This design comes from an exercise in tuning for small area, a short achievable clock period and few clock cycles per item on the open sky130 flow, not from production work. In this exercise RTL edits were held to simulation tests only and were not proved equivalent to the original. No driver is modelled on the clock port, so clocking that relies on it looks cheaper here than on a real chip. No activity file was given, so power comes from the tool's default toggle rates.

==> design/flow/design.v <==
`default_nettype none
package psd_pkg;
	localparam int SLOT_COUNT_DEF = 16;
	localparam int PAGE_W   = 32;
	localparam int STATUS_W = 3;
	localparam int SLOT_W   = 4;
	typedef enum logic {
		OP_GET    = 1'b0,
		OP_REMOVE = 1'b1
	} op_t;
	typedef enum logic [STATUS_W-1:0] {
		ST_HIT     = 3'd0,
		ST_LOAD    = 3'd1,
		ST_FULL    = 3'd2,
		ST_REMOVED = 3'd3,
		ST_ABSENT  = 3'd4
	} status_t;
	typedef enum logic {
		S_IDLE    = 1'b0,
		S_RESOLVE = 1'b1
	} state_t;
	typedef struct packed {
		logic capture;
		logic resolve;
	} psd_cmd_t;
endpackage
`default_nettype wire
`default_nettype none
module psd_ctrl (
	input  wire logic              clk,
	input  wire logic              arst_n,
	input  wire logic              start,
	output logic                   busy,
	output psd_pkg::psd_cmd_t      cmd
);
	logic res_q;
	always_ff @(posedge clk or negedge arst_n) begin
		if (!arst_n) begin
			res_q <= 1'b0;
		end else begin
			res_q <= start;
		end
	end
	assign busy        = 1'b0;
	assign cmd.capture = start;
	assign cmd.resolve = res_q;
endmodule
`default_nettype wire
`default_nettype none
module psd_datapath #(
	parameter int SLOT_COUNT = psd_pkg::SLOT_COUNT_DEF
) (
	input  wire logic                          clk,
	input  wire logic                          arst_n,
	input  wire psd_pkg::psd_cmd_t             cmd,
	input  wire logic                          operation,
	input  wire logic [psd_pkg::PAGE_W-1:0]    page_id,
	output logic                               done,
	output logic [psd_pkg::STATUS_W-1:0]       status,
	output logic [psd_pkg::SLOT_W-1:0]         slot
);
	localparam int IDX_W = (SLOT_COUNT > 1) ? $clog2(SLOT_COUNT) : 1;
	logic [SLOT_COUNT-1:0]           valid_q;
	logic [psd_pkg::PAGE_W-1:0]      page_q [SLOT_COUNT];
	logic                            op_r;
	logic [psd_pkg::PAGE_W-1:0]      page_r;
	logic [SLOT_COUNT-1:0]           match_r;   
	logic                            same_r;    
	logic                            prev_present;
	logic [SLOT_COUNT-1:0]           prev_onehot;
	logic [SLOT_COUNT-1:0]           match;
	logic [SLOT_COUNT-1:0]           first_free;
	logic [SLOT_COUNT-1:0]           valid_hit;
	logic [SLOT_COUNT-1:0]           valid_miss;
	logic                            below_full;
	logic                            hit_any;
	logic                            free_any;
	logic [IDX_W-1:0]                cmp_idx;
	logic [IDX_W-1:0]                hit_idx;
	logic [IDX_W-1:0]                free_idx;
	logic [psd_pkg::STATUS_W-1:0]    status_d;
	logic [psd_pkg::SLOT_W-1:0]      slot_d;
	logic                            done_q;
	logic [psd_pkg::STATUS_W-1:0]    status_q;
	logic [psd_pkg::SLOT_W-1:0]      slot_q;
	always_ff @(posedge clk) begin
		op_r   <= operation;
		page_r <= page_id;
		same_r <= cmd.resolve && (page_id == page_r);
		for (int k = 0; k < SLOT_COUNT; k++) begin
			match_r[k] <= valid_q[k] && (page_q[k] == page_id);
		end
	end
	always_comb begin
		prev_present = (status_q == psd_pkg::ST_HIT) || (status_q == psd_pkg::ST_LOAD);
		for (int k = 0; k < SLOT_COUNT; k++) begin
			prev_onehot[k] = prev_present && (slot_q == psd_pkg::SLOT_W'(k));
		end
	end
	always_comb begin
		match   = same_r ? prev_onehot : match_r;
		hit_any = same_r ? prev_present : |match_r;
		cmp_idx = '0;
		for (int k = 0; k < SLOT_COUNT; k++) begin
			if (match_r[k]) begin
				cmp_idx = cmp_idx | IDX_W'(k);
			end
		end
		hit_idx  = same_r ? IDX_W'(slot_q) : cmp_idx;
		free_idx = '0;
		for (int k = SLOT_COUNT - 1; k >= 0; k--) begin
			if (!valid_q[k]) begin
				free_idx = IDX_W'(k);
			end
		end
		below_full = 1'b1;
		for (int k = 0; k < SLOT_COUNT; k++) begin
			first_free[k] = !valid_q[k] && below_full;
			below_full    = below_full && valid_q[k];
		end
		free_any = !(&valid_q);
	end
	always_comb begin
		status_d = psd_pkg::ST_ABSENT;
		slot_d   = '0;
		if (op_r == psd_pkg::OP_GET) begin
			if (hit_any) begin
				status_d = psd_pkg::ST_HIT;
				slot_d   = psd_pkg::SLOT_W'(hit_idx);
			end else if (free_any) begin
				status_d = psd_pkg::ST_LOAD;
				slot_d   = psd_pkg::SLOT_W'(free_idx);
			end else begin
				status_d = psd_pkg::ST_FULL;
			end
		end else begin
			if (hit_any) begin
				status_d = psd_pkg::ST_REMOVED;
				slot_d   = psd_pkg::SLOT_W'(hit_idx);
			end
		end
	end
	always_comb begin
		for (int k = 0; k < SLOT_COUNT; k++) begin
			valid_hit[k]  = valid_q[k] && !(cmd.resolve && (op_r == psd_pkg::OP_REMOVE) && match[k]);
			valid_miss[k] = valid_q[k] || (cmd.resolve && (op_r == psd_pkg::OP_GET) && first_free[k]);
		end
	end
	always_ff @(posedge clk or negedge arst_n) begin
		if (!arst_n) begin
			valid_q <= '0;
		end else begin
			valid_q <= hit_any ? valid_hit : valid_miss;
		end
	end
	always_ff @(posedge clk) begin
		for (int k = 0; k < SLOT_COUNT; k++) begin
			if (!valid_q[k]) begin
				page_q[k] <= page_r;
			end
		end
	end
	always_ff @(posedge clk or negedge arst_n) begin
		if (!arst_n) begin
			done_q <= 1'b0;
		end else begin
			done_q <= cmd.resolve;
		end
	end
	always_ff @(posedge clk) begin
		status_q <= status_d;
		slot_q   <= slot_d;
	end
	assign done   = done_q;
	assign status = status_q;
	assign slot   = slot_q;
endmodule
`default_nettype wire
`default_nettype none
module page_slot_directory_top #(
	parameter int SLOT_COUNT = psd_pkg::SLOT_COUNT_DEF
) (
	input  wire logic                          clk,
	input  wire logic                          arst_n,
	input  wire logic                          start,
	output logic                               busy,
	input  wire logic                          operation,
	input  wire logic [psd_pkg::PAGE_W-1:0]    page_id,
	output logic                               done,
	output logic [psd_pkg::STATUS_W-1:0]       status,
	output logic [psd_pkg::SLOT_W-1:0]         slot
);
	psd_pkg::psd_cmd_t cmd;
	psd_ctrl u_ctrl (
		.clk    (clk),
		.arst_n (arst_n),
		.start  (start),
		.busy   (busy),
		.cmd    (cmd)
	);
	psd_datapath #(
		.SLOT_COUNT (SLOT_COUNT)
	) u_datapath (
		.clk       (clk),
		.arst_n    (arst_n),
		.cmd       (cmd),
		.operation (operation),
		.page_id   (page_id),
		.done      (done),
		.status    (status),
		.slot      (slot)
	);
endmodule
`default_nettype wire
==> design/flow/flow/run.sh <==
#!/bin/bash
set -euo pipefail
here=$(cd "$(dirname "$0")" && pwd)
args=("BUFFER_PORTS_ARGS=-buffer_cell sky130_fd_sc_hd__buf_4" "MATCH_CELL_FOOTPRINT=0")
export BUFFER_PORTS_ARGS="-buffer_cell sky130_fd_sc_hd__buf_4"
export MATCH_CELL_FOOTPRINT=0
if [[ -f "$here/cts_args" ]]; then
  export CTS_ARGS="$(tr '\n' ' ' < "$here/cts_args")"
  args+=("CTS_ARGS=$CTS_ARGS")
fi
bash standard.sh "${args[@]}" finish > flow_make.log 2>&1
==> design/flow/flow/cts_args <==
-sink_clustering_enable -repair_clock_nets -sink_clustering_size 44 -sink_clustering_max_diameter 60 -dont_use_dummy_load
==> design/flow/standard.sh <==
#!/bin/bash
# synth_recipe.tcl (not shown) runs the flow's synth.tcl, then flattens the netlist and writes it again
# the make line also repeats each setting of config.mk as NAME=value (left out here)
make -C /OpenROAD-flow-scripts/flow DESIGN_CONFIG=/design/flow/config.mk WORK_HOME=/design/flow/orfs CLKGATE_MAP_FILE= SYNTH_SCRIPT=/design/flow/synth_recipe.tcl "${@:-finish}"
==> design/flow/config.mk <==
export PLATFORM = sky130hd
export DESIGN_NAME = page_slot_directory_top
export DESIGN_NICKNAME = page_slot_directory_top
export VERILOG_FILES = /design/flow/design.v
export SDC_FILE = /design/flow/constraint.sdc
export NUM_CORES = 4
export LEC_CHECK = 0
export CAP_MARGIN = 20
export CORE_MARGIN = 2
export CORE_UTILIZATION = 65
export PLACE_DENSITY = 0.75
export SETUP_SLACK_MARGIN = 3.15
export SLEW_MARGIN = 20
==> design/flow/constraint.sdc <==
create_clock -name core_clock -period 5.0 [get_ports {clk}]
set_input_delay 1.0000 -clock core_clock [delete_from_list [all_inputs] [get_ports {clk}]]
set_output_delay 1.0000 -clock core_clock [all_outputs]
set_load 0.01 [all_outputs]
==> impl_metrics.yaml, run 1 <==
cts:
  cts.sink_count: 587
  cts_hold_buf: 0
  numCtsBuffers: 37
  cts.clk_slew.worst_paths_ps: 70
  cts_max_level: 2
  cts_tree: "done"
  cts_root_buf: "clkbuf_16"
  clockBufferDepth: 3
  worstSkewPairLatency_ps: 590
grt:
  grt_usage_pct: 37.7
  grt_start_max_net_pins: 38
  antenna_found_initial: 3
  grt_pass1_vias: 13700
  grt_pass1_wl_mm: 100
  grt-ovfl-total: 0
logic_synthesis:
  synth-async-reset-ratio_pct: 3.07
  postSynthCellCount: 1567
  synth_top_cell_by_area: "edfxtp_1"
  avgSynthCellArea_um2: 15.5
  synth_top_cells_by_count: "512 x edfxtp_1, 496 x xor2_1, 117 x nor4_1, 60 x buf_2, 57 x dfxtp_1"
  synth_ff_type: "edfxtp_1"
  ys_warn_count: 3
  synth_cell_type_count: 57
  synth_most_common_cell: "edfxtp_1"
  synth_edf_count: 512
  synthTopCellsByArea: "edfxtp_1 63%, xor2_1 18%, dfxtp_1 4.7%"
  synthesis.nets: 1603
  yosysTopAreaCellShare_pct: 63.2
  ys_seq_area_share_pct: 69.7
  synth_area_um2: 24300
  ys_ff_latch: 587
power:
  combPwrFrac_pct: 12.1
  seqPwrFrac_pct: 59.4
  p_leak_nw: 9.30
  internal-power_w: 0.00743
  p_clk_share_pct: 28.4
  p_sw_w: 0.00253
  netSwitchingFraction_pct: 25.4
  powerDensity_nw_per_um2: 370
  peakVddDrop_mv: 0.377
sta:
  slew_headroom_pct: 59.2
  finalSetupViolCount: 0
  min_period_ps: 2050
  slew_viol_final: 0
  fmax_mhz: 488
  finalSetupTns_ps: 0
  rsz0062_at_grt: "true"
  finalCritPeriodShare_pct: 41.0
  clock_skew_ps: 68.4
  worst_pin_slew_ps: 604
  hold_violations: 0
placed_design:
  io_buffer_count: 43
  dp_hpwl_mm: 43.6
  place_congestion: 0.950
die:
  core_um2: 36700
  rows: 70
  die_area_um2: 39000
  initial_utilization_pct: 66.3
  io_pins: 45
  die_w_um: 197
  die_y_um: 197
cells_and_area:
  nets: 1676
  drive_gt1_share_pct: 14.3
  fillers: 2323
  areaGrowthSynthToFinish_pct: 10.8
  fin_util_pct: 73.4
worst_setup_path:
  cp_top_family: "flip-flops"
  crit_chain: "buf_6"
  endpoint_kind: "primary output"
  cpPeakStageDelay_ps: 370
  critPathKind: "reg -> out"
  r2r_setup_slack_ps: 3120
  crit_path_start_kind: "flip-flop"
  cp.required_ps: 4000
  cp_max_fo: 1
  critPathBufInv: 1
  worstPathArrival_ps: 1050
  slowest_stage: "dfrtp_1"
drt:
  drt_wl_total_mm: 71.6
  routed-wl-met3_mm: 8.38
  initialDrtViolationCount: 1984
  drtAntennaViolNets: 0
  dr_wl_met2_mm: 33.9
  vias: 14200
  top_layer_used: "met5"
  wl_met1_mm: 25.9
  wl_per_cell_um: 34.0
  route.detailed.drc: 0
  drt_first_pass_iters: 6
  avgViaCountPerCell: 6.74
worst_hold_path:
  hold_class: "in -> async"
flow_run:
  drv_cap: 0
run_status:
  outcome: "finished clean"
-- state kept, by name, summed over array words and instances (netlist names) --
| signal | cells |
|---|---|
| u_ctrl.res_q | 1 |
| u_datapath.slot_q | 4 |
| u_datapath.done_q | 1 |
| u_datapath.same_r | 1 |
| u_datapath.status_q | 3 |
| u_datapath.valid_q | 16 |
| u_datapath.op_r | 1 |
| u_datapath.page_q | 512 |
| u_datapath.match_r | 16 |
| u_datapath.page_r | 32 |
-- layer usage --
layer,up-vias,track usage [%]
met4,2,15.7
met1,7250,51.6
met2,963,60.8
met5,-,0
met3,172,6.20
li1,5822,-
-- layout make-up --
class | count | area, um^2 | area share (%)
Timing Repair Buffer | 103 | 973 | 3.61
Multi-Input combinational cell | 883 | 7330 | 27.2
Inverter | 27 | 119 | 0.441
Tap cell | 468 | 586 | 2.17
Sequential cell | 587 | 17000 | 63.1
Antenna cell | 1 | 2.50 | 0.00929
Clock buffer | 37 | 926 | 3.44
Timing Repair inverter | 1 | 7.51 | 0.0279
-- power by group through the flow --
stage | registers (W) | clock network (W) | logic, W
after floorplan | 0.00600 | 0 | 0.000685
after global placement | 0.00601 | 0 | 0.00106
after detailed placement | 0.00603 | 0 | 0.00106
after CTS | 0.00591 | 0.00284 | 0.00118
after global routing | 0.00595 | 0.00298 | 0.00127
final | 0.00592 | 0.00283 | 0.00121
-- cell families (layout without fill, tap and decap cells) --
kind of cell	count (synthesis)	count (layout)	synth area share, %
flops	587	587	69.7
xor+xnor	539	539	19.4
simple gates	264	264	6.53
buf+inv	97	168	1.93
compound gates	77	77	2.29
mux	2	2	0.0874
other cells	1	2	0.0154
-- metrics by stage --
stage               hold WS, ps  setup slack (ps)  area (um^2)  total power (W)  std cells
floorplan                   449              2980        25000          0.00668       1567
global placement            540              2010        25200          0.00707       2051
detailed placement          538              2110        25200          0.00709       2051
CTS                         299              2930        26700          0.00993       2100
global route                317              2920        26900           0.0102       2106
finish                      299              2950        27000          0.00996       2107
-- path summary, 6_finish.rpt --
| path | startpoint | endpoint | cells past startpoint |
|---|---|---|---|
| setup / recovery | u_datapath.done_q | done | 1 |
| max in group asynchronous | arst_n | u_datapath.valid_q[9] | 1 |
| setup reg to reg | u_datapath.page_r[22] | u_datapath.same_r | 5 |
| hold reg to reg | u_datapath.page_r[13] | u_datapath.page_q[5][13] | 0 |
| min in group core_clock | operation | u_datapath.op_r | 1 |
| hold / removal | arst_n | u_datapath.valid_q[1] | 1 |
-- timing repair --
item                       4_1_cts  5_1_grt
setup endpoints to repair       42       33
pin swaps                        3       10
gates cloned                     1        0
gates resized for setup        118       37
setup buffers                   11        6
-- cell usage in the layout (no fill, tap or decap), types with 3 or more instances in the layout --
master / count
nor4_4: 13
a22oi_1: 8
clkinvlp_4: 3
o21ai_1: 18
o21ai_0: 4
buf_8: 9
buf_4: 61
dfxtp_1: 42
xnor2_1: 42
nand3_1: 37
nor2b_1: 7
nor2_1: 7
a21oi_1: 7
a31oi_1: 4
o211ai_1: 3
dfxtp_4: 6
dfrtp_1: 11
o31ai_1: 7
xor2_1: 496
nor3_1: 28
nand4_1: 28
inv_1: 22
a32oi_1: 3
nor4_2: 29
dfxtp_2: 9
buf_6: 32
nand2_1: 13
o41ai_2: 4
nor3_2: 9
edfxtp_1: 512
clkbuf_16: 37
nor4_1: 78
dfrtp_2: 7
Testbench counts, summed over its fixed seeds: cycles 16,016, items 16,000.
==> run 2: changes to the inputs <==
--- a/design/flow/config.mk
+++ b/design/flow/config.mk
@@ -7,3 +7,3 @@
 export LEC_CHECK = 0
-export CAP_MARGIN = 20
+export CAP_MARGIN = 5
 export CORE_MARGIN = 2
@@ -11,3 +11,3 @@
 export PLACE_DENSITY = 0.75
-export SETUP_SLACK_MARGIN = 3.15
-export SLEW_MARGIN = 20
+export SETUP_SLACK_MARGIN = 3.1
+export SLEW_MARGIN = 5
==> run 2 against run 1 <==
Still clean. Critical path depth stayed put. Count of clock-buffer cells in the layout stayed put. Via count is 1.6% lower. Synthesized cell count stayed put. Die area stayed put. Utilization is 0.14 points lower. Critical endpoint unchanged. Cell area is 0.19% lower. Flip-flop and latch count stayed put. Largest cell class unchanged. Highest routed layer is now met4.
==> impl_metrics.yaml, run 2 <==
drt:
  top_layer_used: "met4"
  wl_met1_mm: 26.0
  initialDrtViolationCount: 1918
  dr_wl_met2_mm: 32.5
  drtAntennaViolNets: 0
  route.detailed.drc: 0
  vias: 14000
  avgViaCountPerCell: 6.68
  drt_wl_total_mm: 71.0
  routed-wl-met3_mm: 8.19
  wl_per_cell_um: 33.9
  drt_first_pass_iters: 6
placed_design:
  io_buffer_count: 43
  pre_cts_ws_ps: 1830
  dp_hpwl_mm: 42.4
  place_congestion: 0.948
  dp.cells: 2048
worst_setup_path:
  cp_top_family: "flip-flops"
  crit_cells: 1
  critPathKind: "reg -> out"
  crit_chain: "buf_6"
  critPathBufInv: 1
  crit_path_end: "done"
  crit_path_start_kind: "flip-flop"
  cp.required_ps: 4000
  cpPeakStageDelay_ps: 370
  cp_max_fo: 1
  endpoint_kind: "primary output"
  reg2reg_to: "u_datapath.valid_q[10]"
  slowest_stage: "dfrtp_1"
  reg2reg_depth: 4
  worstPathArrival_ps: 1040
  r2r_setup_slack_ps: 3060
  startpoint: "u_datapath.done_q"
  rr_startpoint: "u_datapath.valid_q[2]"
logic_synthesis:
  ys_warn_count: 3
  synthesis.nets: 1603
  synth-async-reset-ratio_pct: 3.07
  yosysTopAreaCellShare_pct: 63.2
  synth_most_common_cell: "edfxtp_1"
  ys_ff_latch: 587
  avgSynthCellArea_um2: 15.5
  postSynthCellCount: 1567
  synth_edf_count: 512
  ys_seq_area_share_pct: 69.7
  synthTopCellsByArea: "edfxtp_1 63%, xor2_1 18%, dfxtp_1 4.7%"
  synth_top_cell_by_area: "edfxtp_1"
  synth_ff_type: "edfxtp_1"
  synth_top_cells_by_count: "512 x edfxtp_1, 496 x xor2_1, 117 x nor4_1, 60 x buf_2, 57 x dfxtp_1"
  synth_cell_type_count: 57
  synth_area_um2: 24300
power:
  peakVddDrop_mv: 0.418
  p_leak_nw: 9.27
  p_total_w: 0.00990
  powerDensity_nw_per_um2: 368
grt:
  grt_pass1_wl_mm: 98.9
  grt_usage_pct: 37.3
  grt_pass1_vias: 13500
  grt_start_max_net_pins: 38
  grt-ovfl-total: 0
  antenna_found_initial: 1
cts:
  cts_root_buf: "clkbuf_16"
  worstSkewPairLatency_ps: 570
  cts.clk_slew.worst_paths_ps: 90
  clockBufferDepth: 3
  numCtsBuffers: 37
  cts_tree: "done"
  cts.sink_count: 587
  cts_max_level: 2
  cts_hold_buf: 0
cells_and_area:
  final_common_cell: "edfxtp_1"
  final_cell_mix: "512 x edfxtp_1, 496 x xor2_1, 75 x nor4_1"
  drive_gt1_share_pct: 12.7
  largest_register: "u_datapath.page_q"
  post_layout_nonfiller_instances: 2094
  n_antenna_cell: 0
  largest_reg_flops: 512
  top_regs: "u_datapath.page_q x512, u_datapath.page_r x32"
  areaGrowthSynthToFinish_pct: 10.6
  nets: 1664
sta:
  hold_violations: 0
  finalSetupViolCount: 0
  slew_headroom_pct: 31.5
  worst_pin_slew_ps: 1030
  slew_viol_final: 0
  setup_ws_ps: 2960
  finalSetupTns_ps: 0
  rsz0062_at_grt: "true"
  min_period_ps: 2040
  fmax_mhz: 491
  finalCritPeriodShare_pct: 40.7
  clock_skew_ps: 41.0
  hold_ws_ps: 289
die:
  die_area_um2: 39000
  die_y_um: 197
  io_pins: 45
  rows: 70
  core_um2: 36700
  die_w_um: 197
  initial_utilization_pct: 66.3
worst_hold_path:
  hold_class: "in -> async"
flow_run:
  drv_cap: 0
run_status:
  outcome: "finished clean"
-- run 2: cells by family after synthesis --
kind of cell	share of synthesized area, %
other	0.0154
muxes	0.0874
AOI/OAI and AO/OA	2.29
and+or+nand+nor	6.53
DFF	69.7
xor gates and xnor gates	19.4
buffers and inverters	1.93
-- run 2: layer usage --
layer,vias up,track usage [%]
li1,5797,-
met1,7010,52.0
met3,190,5.55
met2,991,57.9
met5,-,0
met4,0,19.5
-- run 2: worst min path at each step --
stage,startpoint,slack (ps),end
final,arst_n,290,u_datapath.valid_q[14]
after global routing,arst_n,310,u_datapath.valid_q[15]
after CTS,arst_n,290,u_datapath.valid_q[15]
after detailed placement,u_datapath.page_r[18],530,u_datapath.page_q[1][18]
after global placement,u_datapath.page_r[18],540,u_datapath.page_q[1][18]
after floorplan,u_ctrl.res_q,450,u_datapath.done_q
-- run 2: worst reg2reg max path, cell delays in order (launching register included) --
cell     delay [ps]
dfrtp_1         640
nand4_4         250
nor3_2          370
inv_1           200
o41ai_1         330
-- run 2: through the flow --
step	area, um^2	util [%]
after floorplan	25000	-
after global placement	25200	68.6
after detailed placement	25200	68.6
after CTS	26700	72.7
after global routing	26900	73.3
final	26900	73.3
-- run 2: final cells by class --
type                    instances  area (um^2)
fillers                      2325         9800
well taps                     468          586
inverters                      27          115
repair buffers                 91          918
clock buffers                  37          926
multi-input cells             883         7350
repair inverters                1         7.51
flip-flops and latches        587        17000
-- run 2: repair_timing --
item	in CTS	in global routing
setup endpoints to repair	38	52
resized for setup	108	50
gates cloned	1	0
pin swaps	4	7
buffers inserted	8	0
-- run 2: power by group --
part / internal, W / switching [W] / total, W
logic: 0.000376 / 0.000808 / 0.00118
registers: 0.00573 / 0.000188 / 0.00592
clock network: 0.00132 / 0.00149 / 0.00280
==> run 3: changes to the inputs <==
--- a/design/flow/config.mk
+++ b/design/flow/config.mk
@@ -10,2 +10,3 @@
 export CORE_UTILIZATION = 65
+export GPL_TIMING_DRIVEN = 0
 export PLACE_DENSITY = 0.75
==> run 3 against run 2 <==
Synthesized cell count unchanged. Worst hold slack improved by 36 ps. Sequential share of layout area fell by 6.4 points. Clock power is 4% higher. Flip-flop and latch count is the same. Total power up 5.3%. Setup slack worse by 420 ps.
==> impl_metrics.yaml, run 3 <==
sta:
  slew_viol_final: 0
  fmax_mhz: 408
  clock_skew_ps: 61.0
  min_period_ps: 2450
  finalCritPeriodShare_pct: 49.1
  finalSetupTns_ps: 0
  finalSetupViolCount: 0
  worst_pin_slew_ps: 1260
  slew_headroom_pct: 16.2
  hold_violations: 0
  rsz0062_at_grt: "true"
die:
  core_um2: 36700
  die_y_um: 197
  io_pins: 45
  rows: 70
  die_w_um: 197
  die_area_um2: 39000
  initial_utilization_pct: 66.3
power:
  seqPwrFrac_pct: 58.1
  powerDensity_nw_per_um2: 348
  peakVddDrop_mv: 0.399
  netSwitchingFraction_pct: 26.4
  combPwrFrac_pct: 14.0
  p_sw_w: 0.00275
  internal-power_w: 0.00768
  p_total_w: 0.0104
  p_leak_nw: 10.6
  p_clk_share_pct: 27.8
cts:
  cts.sink_count: 587
  worstSkewPairLatency_ps: 570
  cts_hold_buf: 0
  clockBufferDepth: 3
  cts_max_level: 2
  cts_tree: "done"
  cts.clk_slew.worst_paths_ps: 70
  cts_root_buf: "clkbuf_16"
  numCtsBuffers: 38
drt:
  route.detailed.drc: 0
  drtAntennaViolNets: 0
  drt_first_pass_iters: 5
  drt_wl_total_mm: 82.9
  avgViaCountPerCell: 6.82
  vias: 15400
  wl_per_cell_um: 36.8
  initialDrtViolationCount: 2553
logic_synthesis:
  yosysTopAreaCellShare_pct: 63.2
  ys_warn_count: 3
  synth_compound_area_share_pct: 2.29
  synth_ff_type: "edfxtp_1"
  synth_edf_count: 512
  synth_top_cell_by_area: "edfxtp_1"
  avgSynthCellArea_um2: 15.5
  synthTopCellsByArea: "edfxtp_1 63%, xor2_1 18%, dfxtp_1 4.7%"
  synth_cell_type_count: 57
  synthesis.nets: 1603
  ys_seq_area_share_pct: 69.7
  muxShareOfSynthArea_pct: 0.0874
  synth_fa_ha_area_share_pct: 0
  synth_xor_area_share_pct: 19.4
  synth_area_um2: 24300
  synth-simple-area-share_pct: 6.53
  synth_top_family_by_area: "XOR/XNOR gates"
  postSynthCellCount: 1567
  synth_most_common_cell: "edfxtp_1"
  synth-async-reset-ratio_pct: 3.07
  synth_top_cells_by_count: "512 x edfxtp_1, 496 x xor2_1, 117 x nor4_1, 60 x buf_2, 57 x dfxtp_1"
  ys_ff_latch: 587
grt:
  antenna_found_initial: 1
  grt_pass1_vias: 14600
  grt_usage_pct: 42.0
  grt_start_max_net_pins: 38
  grt-ovfl-total: 0
  grt_pass1_wl_mm: 110
cells_and_area:
  largest_register: "u_datapath.page_q"
  n_antenna_cell: 0
  fillers: 1774
  stdcell_area_um2: 30000
  largest_reg_flops: 512
  top_regs: "u_datapath.page_q x512, u_datapath.page_r x32"
  areaGrowthSynthToFinish_pct: 23.3
  drive_gt1_share_pct: 26.5
  nets: 1825
  final_cell_mix: "512 x edfxtp_1, 467 x xor2_1, 120 x buf_4"
  fin_util_pct: 81.7
  final_common_cell: "edfxtp_1"
  post_layout_nonfiller_instances: 2255
worst_setup_path:
  cp.required_ps: 5460
  crit_path_start_kind: "input port"
  worstPathArrival_ps: 2910
  cp_max_fo: 6
  critPathKind: "in -> reg"
  endpoint_kind: "flip-flop"
placed_design:
  io_buffer_count: 43
  dp.cells: 2082
  place_congestion: 0.904
  placed_cell_area_um2: 26000
  dp_hpwl_mm: 46.0
worst_hold_path:
  hold_class: "in -> async"
flow_run:
  drv_cap: 0
run_status:
  outcome: "finished clean"
## run 3: cell counts after synthesis
No cell type changed its count.
## run 3: cell type report
class	count	area, um^2	area share, %
buffer	70	1310	4.37
clock buffer	38	951	3.17
inverter	27	130	0.434
multi-input combinational	883	8100	27.0
sequential	587	17000	56.8
tap	468	586	1.95
timing repair buffer	180	1880	6.27
timing repair inverter	2	15.0	0.0501
## run 3: final timing paths
kind | slack, ps | end | cells after the start | from
worst max register to register | 2950 | u_datapath.match_r[1] | 4 | u_datapath.page_q[1][22]
worst max-delay path | 2550 | u_datapath.match_r[1] | 7 | page_id[16]
max in group asynchronous | 4420 | u_datapath.valid_q[12] | 1 | arst_n
min in group core_clock | 520 | u_datapath.page_r[1] | 1 | page_id[1]
worst min register to register | 570 | u_datapath.match_r[4] | 3 | u_datapath.page_q[4][6]
worst min-delay path | 320 | u_datapath.valid_q[4] | 1 | arst_n
## run 3: routing by layer
| layer | GRT usage (%) | up-vias | wire [um] |
|---|---|---|---|
| met3 | 8.66 | 277 | 11600 |
| li1 | - | 6111 | - |
| met4 | 23.7 | 0 | 5780 |
| met2 | 65.4 | 1362 | 37600 |
| met1 | 56.0 | 7622 | 27900 |
| met5 | 0 | - | 0 |
## run 3: timing repair
item | 4_1_cts | 5_1_grt
endpoints found under the setup margin | 116 | 66
pin swaps | 83 | 56
gates resized for setup | 237 | 91
cloned | 3 | 3
buffers inserted | 87 | 41
## run 3: metrics by stage
step | setup slack [ps] | hold slack [ps]
CTS | 2940 | 322
global placement | 1650 | 542
finish | 2550 | 325
global route | 2620 | 336
detailed placement | 1680 | 547
floorplan | 2980 | 449
## run 3: kinds of logic (layout without fill, tap and decap cells)
| kind of cell | count (synthesis) | count (layout) |
|---|---|---|
| AO/OA/AOI/OAI | 77 | 77 |
| XOR/XNOR | 539 | 539 |
| buffers and inverters | 97 | 317 |
| flip-flops | 587 | 587 |
| multiplexers | 2 | 2 |
| other | 1 | 1 |
| AND/OR/NAND/NOR | 264 | 264 |
## run 3: power by group through the flow
stage | logic, W | registers [W] | clock network [W]
2_1_floorplan | 0.000684 | 0.00600 | 0
3_3_place_gp | 0.00101 | 0.00611 | 0
3_5_place_dp | 0.00105 | 0.00613 | 0
4_1_cts | 0.00132 | 0.00604 | 0.00285
5_1_grt | 0.00152 | 0.00608 | 0.00303
6_report | 0.00147 | 0.00606 | 0.00291
## run 3: critical path, stage by stage
cell,delay (ps)
buf_4,130
buf_12,140
buf_16,160
xor2_1,150
nor4_1,470
nand4_1,550
nor3_2,300
==> run 4: changes to the inputs <==
--- a/design/flow/design.v
+++ b/design/flow/design.v
@@ -35,2 +35,3 @@
 );
+	logic cmp_q;
 	logic res_q;
@@ -38,5 +39,7 @@
 		if (!arst_n) begin
+			cmp_q <= 1'b0;
 			res_q <= 1'b0;
 		end else begin
-			res_q <= start;
+			cmp_q <= start;
+			res_q <= cmp_q;
 		end
@@ -64,2 +67,4 @@
 	logic [psd_pkg::PAGE_W-1:0]      page_q [SLOT_COUNT];
+	logic                            op_c;
+	logic [psd_pkg::PAGE_W-1:0]      page_c;
 	logic                            op_r;
@@ -86,7 +91,11 @@
 	always_ff @(posedge clk) begin
-		op_r   <= operation;
-		page_r <= page_id;
-		same_r <= cmd.resolve && (page_id == page_r);
-		for (int k = 0; k < SLOT_COUNT; k++) begin
-			match_r[k] <= valid_q[k] && (page_q[k] == page_id);
+		op_c   <= operation;
+		page_c <= page_id;
+	end
+	always_ff @(posedge clk) begin
+		op_r   <= op_c;
+		page_r <= page_c;
+		same_r <= cmd.resolve && (page_c == page_r);
+		for (int k = 0; k < SLOT_COUNT; k++) begin
+			match_r[k] <= valid_q[k] && (page_q[k] == page_c);
 		end
--- a/design/flow/config.mk
+++ b/design/flow/config.mk
@@ -7,8 +7,7 @@
 export LEC_CHECK = 0
-export CAP_MARGIN = 5
+export CAP_MARGIN = 20
 export CORE_MARGIN = 2
 export CORE_UTILIZATION = 65
-export GPL_TIMING_DRIVEN = 0
 export PLACE_DENSITY = 0.75
-export SETUP_SLACK_MARGIN = 3.1
-export SLEW_MARGIN = 5
+export SETUP_SLACK_MARGIN = 3.2
+export SLEW_MARGIN = 20
==> run 4 against run 3 <==
Cell area down 7.3%. Worst hold slack lost 16 ps. First-iteration DRC count fell by 21%. Synthesized cell count is 2.1% higher. Total power shrank 1.8%. Still clean. Critical path depth fell by 6. Clock skew down 11 ps. Flip-flop and latch count up 34. Setup slack better by 440 ps.
==> impl_metrics.yaml, run 4 <==
placed_design:
  place_congestion: 0.929
  io_buffer_count: 43
  dp_hpwl_mm: 44.6
  dp.cells: 2153
cells_and_area:
  drive_gt1_share_pct: 15.4
  fillers: 2399
  largest_reg_flops: 512
  final_cell_mix: "512 x edfxtp_1, 511 x xor2_1, 104 x nor4_1"
  top_regs: "u_datapath.page_q x512, u_datapath.page_c x32, u_datapath.page_r x32"
  final_common_cell: "edfxtp_1"
  largest_register: "u_datapath.page_q"
  nets: 1735
  seqCellArea_um2: 17800
  post_layout_nonfiller_instances: 2209
  multi_input_area_um2: 7170
  areaGrowthSynthToFinish_pct: 11.1
worst_setup_path:
  cp_top_family: "flip-flops"
  crit_path_start_kind: "flip-flop"
  critPathBufInv: 1
  cp.required_ps: 4000
  cpPeakStageDelay_ps: 350
  endpoint_kind: "primary output"
  crit_chain: "buf_6"
  critPathKind: "reg -> out"
  worstPathArrival_ps: 1020
  reg2reg_depth: 5
  cp_max_fo: 2
  crit_cells: 1
  slowest_stage: "dfxtp_4"
sta:
  fmax_mhz: 496
  slew_viol_final: 0
  min_period_ps: 2020
  worst_pin_slew_ps: 1020
  clock_skew_ps: 49.8
  rsz0062_at_grt: "true"
  slew_headroom_pct: 31.7
  hold_violations: 0
  finalSetupTns_ps: 0
  finalCritPeriodShare_pct: 40.4
  hold_ws_ps: 309
  finalSetupViolCount: 0
cts:
  cts.clk_slew.worst_paths_ps: 80
  worstSkewPairLatency_ps: 580
  cts_max_level: 2
  clockBufferDepth: 3
  cts.sink_count: 621
  cts_hold_buf: 0
  numCtsBuffers: 36
  cts_tree: "done"
  cts_root_buf: "clkbuf_16"
grt:
  grt_pass1_vias: 14100
  grt_start_max_net_pins: 38
  grt_pass1_wl_mm: 102
  grt_usage_pct: 36.4
  antenna_found_initial: 2
  grt-ovfl-total: 0
logic_synthesis:
  synth-async-reset-ratio_pct: 3.06
  synthesis.nets: 1636
  avgSynthCellArea_um2: 15.6
  synth_edf_count: 512
  synth_top_cell_by_area: "edfxtp_1"
  synthTopCellsByArea: "edfxtp_1 61%, xor2_1 18%, dfxtp_1 7.2%"
  postSynthCellCount: 1600
  ys_seq_area_share_pct: 70.6
  yosysTopAreaCellShare_pct: 61.5
  ys_warn_count: 3
  synth_top_cells_by_count: "512 x edfxtp_1, 511 x xor2_1, 121 x nor4_1, 90 x dfxtp_1, 56 x buf_2"
  ys_ff_latch: 621
  synth_most_common_cell: "edfxtp_1"
  synth_area_um2: 25000
  synth_ff_type: "edfxtp_1"
  synth_cell_type_count: 54
drt:
  avgViaCountPerCell: 6.53
  initialDrtViolationCount: 2008
  route.detailed.drc: 0
  drt_wl_total_mm: 72.8
  wl_per_cell_um: 33.0
  drtAntennaViolNets: 0
  vias: 14400
  drt_first_pass_iters: 5
die:
  initial_utilization_pct: 66.3
  core_um2: 37800
  die_w_um: 200
  die_y_um: 200
  rows: 71
  die_area_um2: 40100
  io_pins: 45
power:
  peakVddDrop_mv: 0.348
  combPwrFrac_pct: 11.4
  p_sw_w: 0.00256
  p_leak_nw: 9.80
  p_clk_share_pct: 27.7
  netSwitchingFraction_pct: 25.0
  seqPwrFrac_pct: 60.9
  powerDensity_nw_per_um2: 369
  internal-power_w: 0.00769
run_status:
  outcome: "finished clean"
worst_hold_path:
  hold_class: "in -> async"
flow_run:
  drv_cap: 0
run 4: layout make-up:
cell class,count,share of cell area (%)
Inverter,26,0.437
Multi-Input combinational cell,884,25.8
Tap cell,511,2.30
Clock buffer,36,3.24
Antenna cell,1,0.00900
Sequential cell,621,63.9
Timing Repair Buffer,130,4.29
run 4: layer usage:
metal	wire, um	GRT usage [%]	vias to the layer above
met5	0	0	-
met4	3640	16.5	0
met3	8110	6.35	183
met2	34400	57.9	979
met1	26600	49.9	7293
li1	-	-	5976
run 4: stage by stage:
step	cell area [um^2]	total power [W]	utilization (%)	setup slack (ps)
after floorplan	25000	0.00690	-	3240
after global placement	26100	0.00737	69.2	2540
after detailed placement	26100	0.00740	69.2	2510
after CTS	27500	0.0102	72.8	2970
after global routing	27800	0.0105	73.6	2960
final	27800	0.0102	73.6	2980
run 4: logic make-up (layout without fill, tap and decap cells):
family          after synthesis  after routing  share of synthesized area (%)
simple gates                261            261                           6.26
other cells                   1              2                         0.0150
flops                       621            621                           70.6
buf+inv                      96            192                           1.90
mux                           2              2                         0.0850
xor+xnor                    538            538                           18.8
compound gates               81             82                           2.34
run 4: power groups by stage:
stage | Clock, W | Combinational, W | Sequential, W
floorplan | 0 | 0.000621 | 0.00628
global placement | 0 | 0.00103 | 0.00634
detailed placement | 0 | 0.00104 | 0.00636
CTS | 0.00284 | 0.00112 | 0.00624
global route | 0.00302 | 0.00123 | 0.00627
finish | 0.00284 | 0.00117 | 0.00624
run 4: worst paths after layout:
path                       slack, ps                    from                      to
min in group core_clock          350         u_datapath.op_c         u_datapath.op_r
setup / recovery                2980  u_datapath.status_q[2]               status[2]
max in group asynchronous       4440                  arst_n  u_datapath.valid_q[12]
hold reg to reg                  350         u_datapath.op_c         u_datapath.op_r
hold / removal                   310                  arst_n   u_datapath.valid_q[0]
setup reg to reg                3180   u_datapath.page_c[30]  u_datapath.match_r[12]
run 4: timing repair:
item                                    4_1_cts  5_1_grt
endpoints found under the setup margin       47       38
gates cloned                                  0        1
pin swaps                                     5        7
buffers inserted                             13        5
gates resized for setup                     105       62
Testbench counts of run 4, summed over its fixed seeds: cycles 16,024, items 16,000.
==> run 5: changes to the inputs <==
--- a/design/flow/config.mk
+++ b/design/flow/config.mk
@@ -11,3 +11,3 @@
 export PLACE_DENSITY = 0.75
-export SETUP_SLACK_MARGIN = 3.2
+export SETUP_SLACK_MARGIN = 3.05
 export SLEW_MARGIN = 20
==> run 5 against run 4 <==
Worst hold slack lost 0.53 ps. Clock power hardly changed. Count of clock-buffer cells in the layout stayed put. Final cell count is 0.63% lower. Die area did not move. Flip-flop and latch count unchanged. Critical path type unchanged. Largest cell class unchanged. Largest power group unchanged.
==> impl_metrics.yaml, run 5 <==
drt:
  avgViaCountPerCell: 6.50
  drtAntennaViolNets: 0
  vias: 14300
  drt_wl_total_mm: 72.2
  drt_first_pass_iters: 8
  route.detailed.drc: 0
  initialDrtViolationCount: 1833
  wl_per_cell_um: 32.9
cells_and_area:
  top_regs: "u_datapath.page_q x512, u_datapath.page_c x32, u_datapath.page_r x32"
  n_antenna_cell: 0
  largest_reg_flops: 512
  final_cell_mix: "512 x edfxtp_1, 511 x xor2_1, 110 x nor4_1"
  stdcell_area_um2: 27300
  areaGrowthSynthToFinish_pct: 9.31
  nets: 1722
  fin_util_pct: 72.4
  drive_gt1_share_pct: 12.8
  largest_register: "u_datapath.page_q"
  final_common_cell: "edfxtp_1"
  post_layout_nonfiller_instances: 2195
  fillers: 2443
logic_synthesis:
  synth_cell_type_count: 54
  muxShareOfSynthArea_pct: 0.0850
  synth_edf_count: 512
  ys_seq_area_share_pct: 70.6
  ys_warn_count: 3
  synth_compound_area_share_pct: 2.34
  synthesis.nets: 1636
  avgSynthCellArea_um2: 15.6
  synth_area_um2: 25000
  yosysTopAreaCellShare_pct: 61.5
  synth_xor_area_share_pct: 18.8
  synth_most_common_cell: "edfxtp_1"
  synth_top_cells_by_count: "512 x edfxtp_1, 511 x xor2_1, 121 x nor4_1, 90 x dfxtp_1, 56 x buf_2"
  synth_top_family_by_area: "XOR/XNOR gates"
  synthTopCellsByArea: "edfxtp_1 61%, xor2_1 18%, dfxtp_1 7.2%"
  synth_ff_type: "edfxtp_1"
  synth-async-reset-ratio_pct: 3.06
  synth-simple-area-share_pct: 6.26
  postSynthCellCount: 1600
  synth_top_cell_by_area: "edfxtp_1"
  ys_ff_latch: 621
  synth_fa_ha_area_share_pct: 0
cts:
  cts_max_level: 2
  cts_root_buf: "clkbuf_16"
  clockBufferDepth: 3
  numCtsBuffers: 36
  cts.clk_slew.worst_paths_ps: 80
  cts_hold_buf: 0
  cts_tree: "done"
  worstSkewPairLatency_ps: 580
  cts.sink_count: 621
grt:
  grt_pass1_vias: 13900
  antenna_found_initial: 0
  grt-ovfl-total: 0
  grt_pass1_wl_mm: 102
  grt_start_max_net_pins: 38
  grt_usage_pct: 36.3
power:
  combPwrFrac_pct: 10.9
  seqPwrFrac_pct: 61.3
  internal-power_w: 0.00766
  netSwitchingFraction_pct: 24.8
  p_leak_nw: 9.64
  peakVddDrop_mv: 0.348
  powerDensity_nw_per_um2: 373
  p_clk_share_pct: 27.8
  p_sw_w: 0.00253
sta:
  hold_violations: 0
  worst_pin_slew_ps: 1100
  finalCritPeriodShare_pct: 40.3
  finalSetupTns_ps: 0
  rsz0062_at_grt: "true"
  fmax_mhz: 496
  slew_viol_final: 0
  finalSetupViolCount: 0
  slew_headroom_pct: 26.7
  clock_skew_ps: 50.0
  min_period_ps: 2010
worst_setup_path:
  reg2reg_depth: 5
  critPathKind: "reg -> out"
  cp.required_ps: 4000
  slowest_stage: "dfxtp_4"
  cp_max_fo: 2
  r2r_setup_slack_ps: 3050
  crit_path_start_kind: "flip-flop"
  cp_top_family: "flip-flops"
  crit_cells: 1
  critPathBufInv: 1
  crit_chain: "buf_6"
  cpPeakStageDelay_ps: 350
  worstPathArrival_ps: 1010
  endpoint_kind: "primary output"
die:
  die_w_um: 200
  die_y_um: 200
  initial_utilization_pct: 66.3
  rows: 71
  io_pins: 45
  core_um2: 37800
  die_area_um2: 40100
placed_design:
  placed_cell_area_um2: 26100
  dp.cells: 2153
  io_buffer_count: 43
  place_congestion: 0.929
  dp_hpwl_mm: 44.6
run_status:
  outcome: "finished clean"
flow_run:
  drv_cap: 0
worst_hold_path:
  hold_class: "in -> async"
[run 5: cell counts after synthesis]
No cell type changed its count.
[run 5: path summary, 6_finish.rpt]
check	startpoint	end
setup / recovery	u_datapath.status_q[2]	status[2]
hold / removal	arst_n	u_datapath.valid_q[0]
setup reg to reg	u_datapath.page_c[21]	u_datapath.match_r[4]
hold reg to reg	u_datapath.op_c	u_datapath.op_r
max in group asynchronous	arst_n	u_datapath.done_q
min in group core_clock	u_datapath.op_c	u_datapath.op_r
[run 5: cells by family after synthesis]
logic type | count (synthesis)
AO/OA/AOI/OAI | 81
buffers and inverters | 96
flip-flops | 621
AND/OR/NAND/NOR | 261
XOR/XNOR | 538
other | 1
multiplexers | 2
[run 5: layer usage]
layer  vias to the layer above  track usage, %  routed length, um
met1                      7157            49.9              26300
met4                         0            16.6               3580
li1                       5946               -                  -
met3                       177            6.17               8380
met5                         -               0                  0
met2                       988            57.5              33900
[run 5: area by class of cell]
type	count	area, um^2	share of cell area, %
sequential	621	17700	64.8
multi-input combinational	883	6990	25.6
timing repair buffer	118	982	3.59
clock buffer	36	901	3.29
tap	511	639	2.34
inverter	26	108	0.394
[run 5: power by group through the flow]
stage	sequential, W	combinational, W	clock, W
floorplan	0.00628	0.000621	0
global placement	0.00634	0.00103	0
detailed placement	0.00636	0.00104	0
CTS	0.00624	0.00109	0.00284
global route	0.00627	0.00118	0.00302
finish	0.00624	0.00111	0.00283
[run 5: timing repair]
action	CTS	global route
endpoints found under the setup margin	45	31
resized for setup	56	29
setup buffers	6	0
pin swaps	0	0
hold endpoints to repair	0	0
[run 5: through the flow]
step / power [W] / hold WS, ps / worst slack (ps)
2_1_floorplan: 0.00690 / 310 / 3240
3_3_place_gp: 0.00737 / 313 / 2540
3_5_place_dp: 0.00740 / 312 / 2510
4_1_cts: 0.0102 / 315 / 2970
5_1_grt: 0.0105 / 320 / 2960
6_report: 0.0102 / 308 / 2990
==> run 6: changes to the inputs <==
--- a/design/flow/config.mk
+++ b/design/flow/config.mk
@@ -11,3 +11,3 @@
 export PLACE_DENSITY = 0.75
-export SETUP_SLACK_MARGIN = 3.05
+export SETUP_SLACK_MARGIN = 2.95
 export SLEW_MARGIN = 20
==> run 6 against run 5 <==
Largest cell class unchanged. Flip-flop and latch count unchanged. Setup slack worse by 19 ps. Global-route usage about the same. Synthesized cell count unchanged. Sequential share of layout area up 0.17 points. Via count up 0.40%. Count of clock-buffer cells in the layout unchanged. Highest routed layer unchanged.
==> impl_metrics.yaml, run 6 <==
die:
  die_y_um: 200
  core_um2: 37800
  io_pins: 45
  die_area_um2: 40100
  die_w_um: 200
  initial_utilization_pct: 66.3
  rows: 71
grt:
  grt_pass1_wl_mm: 101
  grt-ovfl-total: 0
  grt_usage_pct: 36.3
  grt_pass1_vias: 14000
  antenna_found_initial: 0
  grt_start_max_net_pins: 38
power:
  peakVddDrop_mv: 0.347
  p_leak_nw: 9.62
  internal-power_w: 0.00765
  powerDensity_nw_per_um2: 374
  netSwitchingFraction_pct: 24.9
  p_sw_w: 0.00253
  combPwrFrac_pct: 10.8
  seqPwrFrac_pct: 61.3
  p_clk_share_pct: 27.8
cts:
  clockBufferDepth: 3
  cts_root_buf: "clkbuf_16"
  cts.sink_count: 621
  worstSkewPairLatency_ps: 580
  cts.clk_slew.worst_paths_ps: 80
  cts_max_level: 2
  cts_tree: "done"
  cts_hold_buf: 0
  numCtsBuffers: 36
cells_and_area:
  largest_reg_flops: 512
  largest_register: "u_datapath.page_q"
  stdcell_area_um2: 27200
  drive_gt1_share_pct: 12.0
  areaGrowthSynthToFinish_pct: 8.88
  top_regs: "u_datapath.page_q x512, u_datapath.page_c x32, u_datapath.page_r x32"
  seqCellArea_um2: 17700
  final_cell_mix: "512 x edfxtp_1, 511 x xor2_1, 114 x buf_4"
  nets: 1723
  multi_input_area_um2: 6960
  fillers: 2451
  n_antenna_cell: 0
  final_common_cell: "edfxtp_1"
worst_setup_path:
  cpPeakStageDelay_ps: 350
  slowest_stage: "dfxtp_4"
  cp_max_fo: 2
  cp.required_ps: 4000
  worstPathArrival_ps: 1030
  crit_chain: "buf_4"
  crit_path_start_kind: "flip-flop"
  endpoint_kind: "primary output"
  critPathBufInv: 1
  critPathKind: "reg -> out"
  cp_top_family: "flip-flops"
logic_synthesis:
  synth_area_um2: 25000
  synthTopCellsByArea: "edfxtp_1 61%, xor2_1 18%, dfxtp_1 7.2%"
  synth_ff_type: "edfxtp_1"
  synth_top_cells_by_count: "512 x edfxtp_1, 511 x xor2_1, 121 x nor4_1, 90 x dfxtp_1, 56 x buf_2"
  postSynthCellCount: 1600
  synth_most_common_cell: "edfxtp_1"
  ys_warn_count: 3
  synth_top_cell_by_area: "edfxtp_1"
  ys_ff_latch: 621
  synthesis.nets: 1636
  ys_seq_area_share_pct: 70.6
  avgSynthCellArea_um2: 15.6
  synth_cell_type_count: 54
  synth_edf_count: 512
  yosysTopAreaCellShare_pct: 61.5
  synth-async-reset-ratio_pct: 3.06
sta:
  finalSetupViolCount: 0
  finalSetupTns_ps: 0
  slew_headroom_pct: 20.9
  fmax_mhz: 492
  finalCritPeriodShare_pct: 40.7
  min_period_ps: 2030
  hold_ws_ps: 311
  slew_viol_final: 0
  worst_pin_slew_ps: 1190
  clock_skew_ps: 51.5
  rsz0062_at_grt: "false"
  hold_violations: 0
drt:
  wl_per_cell_um: 32.9
  route.detailed.drc: 0
  vias: 14300
  drt_first_pass_iters: 5
  drt_wl_total_mm: 72.2
  initialDrtViolationCount: 1896
  avgViaCountPerCell: 6.52
  drtAntennaViolNets: 0
flow_run:
  drv_cap: 0
run_status:
  outcome: "finished clean"
placed_design:
  placed_cell_area_um2: 26100
  place_congestion: 0.929
  io_buffer_count: 43
  dp_hpwl_mm: 44.6
worst_hold_path:
  hold_class: "in -> async"
-- run 6: cell counts after synthesis --
No cell type changed its count.
-- run 6: cells by family after synthesis --
kind of cell           Yosys count  share of synthesized area, %
flip-flops                     621                          70.6
XOR/XNOR                       538                          18.8
AND/OR/NAND/NOR                261                          6.26
buffers and inverters           96                          1.90
AO/OA/AOI/OAI                   81                          2.34
multiplexers                     2                        0.0850
other                            1                        0.0150
-- run 6: power by group through the flow --
stage / clock network [W] / logic (W) / registers, W
detailed placement: 0 / 0.00104 / 0.00636
CTS: 0.00284 / 0.00106 / 0.00624
global placement: 0 / 0.00103 / 0.00634
finish: 0.00284 / 0.00110 / 0.00625
global route: 0.00302 / 0.00116 / 0.00627
floorplan: 0 / 0.000621 / 0.00628
-- run 6: what timing repair did --
item | CTS | global route
buffers inserted | 4 | 3
endpoints found under the setup margin | 34 | 17
resized for setup | 36 | 14
-- run 6: path summary, 6_finish.rpt --
check / start / endpoint / slack [ps] / cells past startpoint
setup / recovery: u_datapath.status_q[2] / status[2] / 2970 / 1
hold / removal: arst_n / u_datapath.valid_q[1] / 310 / 1
setup reg to reg: u_datapath.page_c[30] / u_datapath.match_r[12] / 2990 / 5
hold reg to reg: u_datapath.op_c / u_datapath.op_r / 350 / 0
max in group asynchronous: arst_n / u_datapath.done_q / 4440 / 1
min in group core_clock: u_datapath.op_c / u_datapath.op_r / 350 / 0
-- run 6: layout make-up --
class	count	share of cell area, %
Sequential cell	621	65.0
Multi-Input combinational cell	883	25.6
Timing Repair Buffer	119	3.41
Clock buffer	36	3.31
Tap cell	511	2.35
Inverter	26	0.386
-- run 6: per-stage QoR --
stage | total power, W | std cells | utilization [%] | setup WS [ps]
5_1_grt | 0.0105 | 2196 | 72.1 | 2950
2_1_floorplan | 0.00690 | 1600 | - | 3240
3_3_place_gp | 0.00737 | 2153 | 69.2 | 2540
4_1_cts | 0.0101 | 2193 | 72.0 | 2950
3_5_place_dp | 0.00740 | 2153 | 69.2 | 2510
6_report | 0.0102 | 2196 | 72.1 | 2970
-- run 6: per-layer routing --
metal	track usage, %	routed length (um)	part of all wire, %	up-vias
met4	17.0	3720	5.2	0
met5	0	0	0	-
met2	57.3	33800	47	985
li1	-	-	-	5950
met3	6.46	8000	11	177
met1	49.6	26700	37	7213
==> run 7: changes to the inputs <==
--- a/design/flow/config.mk
+++ b/design/flow/config.mk
@@ -11,3 +11,3 @@
 export PLACE_DENSITY = 0.75
-export SETUP_SLACK_MARGIN = 2.95
+export SETUP_SLACK_MARGIN = 3.15
 export SLEW_MARGIN = 20
==> run 7 against run 6 <==
Total power rose by 0.32%. Register-to-register slack improved by 180 ps. Synthesized area did not move. Utilization rose by 0.98 points. Worst hold slack barely moved. Still clean on timing, DRC and antenna. Critical endpoint is now done. Setup slack improved by 19 ps. Clock skew rose by 3.1 ps. Final cell count rose by 0.32%. Global-route usage rose by 0.16 points. Maximum frequency rose by 0.96%. Non-clock buffer count rose by 6. Die area did not move.
==> impl_metrics.yaml, run 7 <==
placed_design:
  pre_cts_ws_ps: 2510
  dp_hpwl_mm: 44.6
  io_buffer_count: 43
  placed_cell_area_um2: 26100
  place_congestion: 0.929
cells_and_area:
  largest_register: "u_datapath.page_q"
  nets: 1730
  stdcell_area_um2: 27600
  fin_util_pct: 73.1
  largest_reg_flops: 512
  top_regs: "u_datapath.page_q x512, u_datapath.page_c x32, u_datapath.page_r x32"
  drive_gt1_share_pct: 14.3
  areaGrowthSynthToFinish_pct: 10.4
  n_antenna_cell: 0
  final_cell_mix: "512 x edfxtp_1, 511 x xor2_1, 107 x nor4_1"
  final_common_cell: "edfxtp_1"
  fillers: 2420
logic_synthesis:
  synthTopCellsByArea: "edfxtp_1 61%, xor2_1 18%, dfxtp_1 7.2%"
  synth_top_cells_by_count: "512 x edfxtp_1, 511 x xor2_1, 121 x nor4_1, 90 x dfxtp_1, 56 x buf_2"
  avgSynthCellArea_um2: 15.6
  synth_cell_type_count: 54
  postSynthCellCount: 1600
  synth_area_um2: 25000
  synth-async-reset-ratio_pct: 3.06
  yosysTopAreaCellShare_pct: 61.5
  ys_seq_area_share_pct: 70.6
  synth_edf_count: 512
  synthesis.nets: 1636
  synth_most_common_cell: "edfxtp_1"
  ys_warn_count: 3
  ys_ff_latch: 621
  synth_ff_type: "edfxtp_1"
  synth_top_cell_by_area: "edfxtp_1"
drt:
  drt_wl_total_mm: 72.6
  drtAntennaViolNets: 0
  avgViaCountPerCell: 6.55
  wl_per_cell_um: 33.0
  initialDrtViolationCount: 1951
  vias: 14400
  route.detailed.drc: 0
  drt_first_pass_iters: 5
die:
  io_pins: 45
  rows: 71
  initial_utilization_pct: 66.3
  die_y_um: 200
  die_area_um2: 40100
  die_w_um: 200
  core_um2: 37800
sta:
  finalCritPeriodShare_pct: 40.3
  finalSetupTns_ps: 0
  slew_headroom_pct: 33.7
  worst_pin_slew_ps: 993
  hold_violations: 0
  clock_skew_ps: 54.6
  rsz0062_at_grt: "true"
  setup_ws_ps: 2990
  hold_ws_ps: 310
  fmax_mhz: 497
  finalSetupViolCount: 0
  min_period_ps: 2010
  slew_viol_final: 0
flow_run:
  drv_cap: 0
grt:
  grt-ovfl-total: 0
  antenna_found_initial: 0
  grt_pass1_wl_mm: 102
  grt_start_max_net_pins: 38
  grt_pass1_vias: 14000
  grt_usage_pct: 36.4
power:
  powerDensity_nw_per_um2: 370
  peakVddDrop_mv: 0.349
  p_leak_nw: 9.72
worst_setup_path:
  endpoint_kind: "primary output"
  crit_path_start_kind: "flip-flop"
  slowest_stage: "dfrtp_1"
  cp_max_fo: 1
  cp.required_ps: 4000
  crit_chain: "buf_6"
  cp_top_family: "flip-flops"
  critPathKind: "reg -> out"
  critPathBufInv: 1
  cpPeakStageDelay_ps: 370
  worstPathArrival_ps: 1010
cts:
  cts_tree: "done"
  worstSkewPairLatency_ps: 580
  cts.clk_slew.worst_paths_ps: 80
  clockBufferDepth: 3
  cts_max_level: 2
  cts.sink_count: 621
  cts_root_buf: "clkbuf_16"
  numCtsBuffers: 36
worst_hold_path:
  hold_class: "in -> async"
run_status:
  outcome: "finished clean"
## run 7: cell count changes in the layout (fill, tap and decap cells not counted), moves of 4 or more
cell     change
buf_4       -22
buf_6       +21
dfxtp_1     -13
dfxtp_4     +10
dfrtp_1      -7
dfrtp_2      +7
buf_12       +4
nor4_1       -4
## run 7: cell type report
class / count / area [um^2] / area share [%]
clock buffers: 36 / 901 / 3.26
well taps: 511 / 639 / 2.32
repair buffers: 125 / 1130 / 4.08
flip-flops and latches: 621 / 17700 / 64.3
inverters: 26 / 113 / 0.408
multi-input cells: 884 / 7080 / 25.6
## run 7: stage by stage
step	instances	power, W
2_1_floorplan	1600	0.00690
3_3_place_gp	2153	0.00737
3_5_place_dp	2153	0.00740
4_1_cts	2199	0.0102
5_1_grt	2203	0.0105
6_report	2203	0.0102
## run 7: timing repair
action / in CTS / in global routing
pin swaps: 1 / 4
gates cloned: 0 / 1
setup buffers: 10 / 3
resized for setup: 83 / 52
hold endpoints to repair: 0 / 0
endpoints found under the setup margin: 47 / 32
hold buffers: 0 / 0
## run 7: routing by layer
metal  GRT usage, %  vias up  wire [um]
met1           49.8     7288      26900
met5              0        -          0
met3           6.61      186       7830
met4           17.2        0       3900
met2           57.5      984      33900
li1               -     5972          -
## run 7: power by group
part	internal (W)	total, W	leakage (nW)	switching (W)
Clock	0.00129	0.00283	0.444	0.00155
Sequential	0.00601	0.00624	5.76	0.000233
Combinational	0.000379	0.00114	3.52	0.000765
## run 7: logic make-up (layout without fill, tap and decap cells)
logic type | count (synthesis) | after routing | synth area share (%)
multiplexers | 2 | 2 | 0.0850
AO/OA/AOI/OAI | 81 | 82 | 2.34
XOR/XNOR | 538 | 538 | 18.8
other | 1 | 1 | 0.0150
AND/OR/NAND/NOR | 261 | 261 | 6.26
buffers and inverters | 96 | 187 | 1.90
flip-flops | 621 | 621 | 70.6
## run 7: final timing paths
check	start	to	slack (ps)	cells after the start
max in group asynchronous	arst_n	u_datapath.valid_q[12]	4430	1
hold reg to reg	u_datapath.op_c	u_datapath.op_r	350	0
setup reg to reg	u_datapath.page_c[23]	u_datapath.match_r[9]	3170	5
setup / recovery	u_datapath.done_q	done	2990	1
min in group core_clock	u_datapath.op_c	u_datapath.op_r	350	0
hold / removal	arst_n	u_datapath.valid_q[0]	310	1
==> run 8: changes to the inputs <==
--- a/design/flow/config.mk
+++ b/design/flow/config.mk
@@ -11,3 +11,3 @@
 export PLACE_DENSITY = 0.75
-export SETUP_SLACK_MARGIN = 3.15
+export SETUP_SLACK_MARGIN = 3.1
 export SLEW_MARGIN = 20
==> run 8 against run 7 <==
Wire length down 0.54%. Worst hold slack worse by 1.6 ps. Register-to-register slack worse by 80 ps. Non-clock buffer count up 4. Clock power about the same. Synthesized cell count unchanged. Flip-flop and latch count unchanged. Clock skew down 1.7 ps. Utilization down 0.24 points. Setup slack worse by 3.4 ps. Sequential power about the same. Largest cell class unchanged.
==> impl_metrics.yaml, run 8 <==
logic_synthesis:
  synthesis.nets: 1636
  synth_fa_ha_area_share_pct: 0
  postSynthCellCount: 1600
  synth_area_um2: 25000
  synth-async-reset-ratio_pct: 3.06
  synth_cell_type_count: 54
  ys_warn_count: 3
  synth_top_family_by_area: "XOR/XNOR gates"
  ys_seq_area_share_pct: 70.6
  synth_top_cells_by_count: "512 x edfxtp_1, 511 x xor2_1, 121 x nor4_1, 90 x dfxtp_1, 56 x buf_2"
  ys_ff_latch: 621
  synthTopCellsByArea: "edfxtp_1 61%, xor2_1 18%, dfxtp_1 7.2%"
  yosysTopAreaCellShare_pct: 61.5
  synth_ff_type: "edfxtp_1"
  avgSynthCellArea_um2: 15.6
  synth_compound_area_share_pct: 2.34
  synth_edf_count: 512
  synth-simple-area-share_pct: 6.26
  synth_most_common_cell: "edfxtp_1"
  synth_top_cell_by_area: "edfxtp_1"
  muxShareOfSynthArea_pct: 0.0850
  synth_xor_area_share_pct: 18.8
worst_setup_path:
  crit_path_start_kind: "flip-flop"
  worstPathArrival_ps: 1020
  reg2reg_depth: 4
  critPathKind: "reg -> out"
  cpPeakStageDelay_ps: 350
  cp_max_fo: 2
  rr_startpoint: "u_datapath.page_r[12]"
  slowest_stage: "dfxtp_4"
  cp.required_ps: 4000
  reg2reg_to: "u_datapath.same_r"
  endpoint_kind: "primary output"
  cp_top_family: "flip-flops"
  critPathBufInv: 1
  crit_chain: "buf_6"
  r2r_setup_slack_ps: 3090
sta:
  rsz0062_at_grt: "true"
  finalSetupTns_ps: 0
  finalCritPeriodShare_pct: 40.3
  slew_headroom_pct: 21.2
  fmax_mhz: 496
  finalSetupViolCount: 0
  slew_viol_final: 0
  hold_violations: 0
  worst_pin_slew_ps: 1180
  min_period_ps: 2020
  clock_skew_ps: 52.8
  hold_ws_ps: 309
cts:
  worstSkewPairLatency_ps: 580
  cts_tree: "done"
  numCtsBuffers: 36
  cts.clk_slew.worst_paths_ps: 80
  cts_max_level: 2
  clockBufferDepth: 3
  cts_root_buf: "clkbuf_16"
  cts.sink_count: 621
drt:
  wl_per_cell_um: 32.7
  drtAntennaViolNets: 0
  avgViaCountPerCell: 6.46
  drt_wl_total_mm: 72.2
  route.detailed.drc: 0
  vias: 14300
  initialDrtViolationCount: 1932
  drt_first_pass_iters: 5
placed_design:
  placed_cell_area_um2: 26100
  io_buffer_count: 43
  place_congestion: 0.929
  dp_hpwl_mm: 44.6
  dp.cells: 2153
grt:
  grt_start_max_net_pins: 38
  grt_pass1_vias: 14000
  antenna_found_initial: 0
  grt_pass1_wl_mm: 102
  grt_usage_pct: 36.3
  grt-ovfl-total: 0
cells_and_area:
  largest_register: "u_datapath.page_q"
  final_cell_mix: "512 x edfxtp_1, 511 x xor2_1, 108 x nor4_1"
  final_common_cell: "edfxtp_1"
  areaGrowthSynthToFinish_pct: 10.0
  post_layout_nonfiller_instances: 2206
  fillers: 2417
  stdcell_area_um2: 27500
  fin_util_pct: 72.9
  nets: 1733
  top_regs: "u_datapath.page_q x512, u_datapath.page_c x32, u_datapath.page_r x32"
  largest_reg_flops: 512
  n_antenna_cell: 0
  drive_gt1_share_pct: 13.4
run_status:
  outcome: "finished clean"
die:
  initial_utilization_pct: 66.3
  die_area_um2: 40100
  rows: 71
  die_y_um: 200
  core_um2: 37800
  die_w_um: 200
  io_pins: 45
power:
  powerDensity_nw_per_um2: 371
  peakVddDrop_mv: 0.348
  p_leak_nw: 9.72
flow_run:
  drv_cap: 0
worst_hold_path:
  hold_class: "in -> async"
-- run 8: cell counts after synthesis --
No cell type changed its count.
-- run 8: final cells by class --
| cell class | count | area [um^2] | share of cell area, % |
|---|---|---|---|
| inverters | 26 | 110 | 0.400 |
| well taps | 511 | 639 | 2.32 |
| repair buffers | 129 | 1130 | 4.09 |
| clock buffers | 36 | 901 | 3.27 |
| flip-flops and latches | 621 | 17700 | 64.4 |
| multi-input cells | 883 | 7020 | 25.5 |
-- run 8: per-stage QoR --
| stage | power [W] | worst slack (ps) |
|---|---|---|
| floorplan | 0.00690 | 3240 |
| global placement | 0.00737 | 2540 |
| detailed placement | 0.00740 | 2510 |
| CTS | 0.0102 | 2970 |
| global route | 0.0105 | 2960 |
| finish | 0.0102 | 2980 |
-- run 8: layer usage --
layer	track usage, %	vias up	routed length (um)
met1	49.6	7174	27000
met3	6.80	188	7690
met5	0	-	0
li1	-	5974	-
met2	57.1	921	33800
met4	17.0	0	3770
-- run 8: how the worst max path moves through the flow --
stage          slack, ps                   start                     end  depth (start not counted)
3_3_place_gp        2540   u_datapath.page_c[30]  u_datapath.match_r[12]                          5
5_1_grt             2960       u_datapath.done_q                    done                          1
6_report            2980  u_datapath.status_q[2]               status[2]                          1
4_1_cts             2970  u_datapath.status_q[2]               status[2]                          1
3_5_place_dp        2510   u_datapath.page_c[30]  u_datapath.match_r[12]                          5
2_1_floorplan       3240   u_datapath.valid_q[2]    u_datapath.slot_q[0]                          4
-- run 8: what timing repair did --
action | CTS | global route
cloned | 0 | 0
hold buffers | 0 | 0
endpoints found under the setup margin | 46 | 30
resized for setup | 65 | 33
pin swaps | 0 | 3
buffers inserted | 6 | 11
-- run 8: power breakdown --
group,internal (W),total (W),leakage [nW],switching [W]
combinational,0.000377,0.00113,3.51,0.000757
sequential,0.00601,0.00624,5.76,0.000230
clock,0.00129,0.00284,0.444,0.00155
total,0.00767,0.0102,9.72,0.00254
-- run 8: logic make-up after synthesis --
family / after synthesis
mux: 2
simple gates: 261
buf+inv: 96
compound gates: 81
xor+xnor: 538
flops: 621
other cells: 1

==> what the ideal ports hide <==
In the flow no input, the clock included, has a driving cell. The finished layouts below were timed again as built, in two steps. Step 1 (the two cells are an assumption about what drives the block):
set clk [get_ports {clk}]
set_driving_cell -lib_cell sky130_fd_sc_hd__clkbuf_16 $clk
set_driving_cell -lib_cell sky130_fd_sc_hd__buf_2 [delete_from_list [all_inputs] $clk]
Step 2 moves the port delays by t, midway between the first and last clock arrival at a register: inputs arrive t later, outputs are due t later. That takes back most of the time a late clock gives input paths. Slacks: no drivers / after step 1 / after step 2; pairs: no drivers / after step 1.
| run | t, ns | setup WS [ns] | worst setup path after step 2 |
|---|---|---|---|
| run 1 | 0.615 | 2.952 / 2.895 / 2.520 | input to register |
| run 2 | 0.609 | 2.964 / 2.907 / 2.476 | input to register |
| run 3 | 0.611 | 2.547 / 2.583 / 1.972 | input to register |
| run 4 | 0.614 | 2.982 / 2.926 / 3.180 | register to register |
| run 5 | 0.611 | 2.986 / 2.929 / 3.055 | register to register |
| run 6 | 0.611 | 2.967 / 2.911 / 2.994 | register to register |
| run 7 | 0.613 | 2.986 / 2.930 / 3.169 | register to register |
| run 8 | 0.613 | 2.983 / 2.926 / 3.088 | register to register |
After both steps setup and hold are still met in every run listed. For run 3, which loses most, drivers alone change the setup slack by +0.036 ns; drivers and shift together by -0.575 ns.
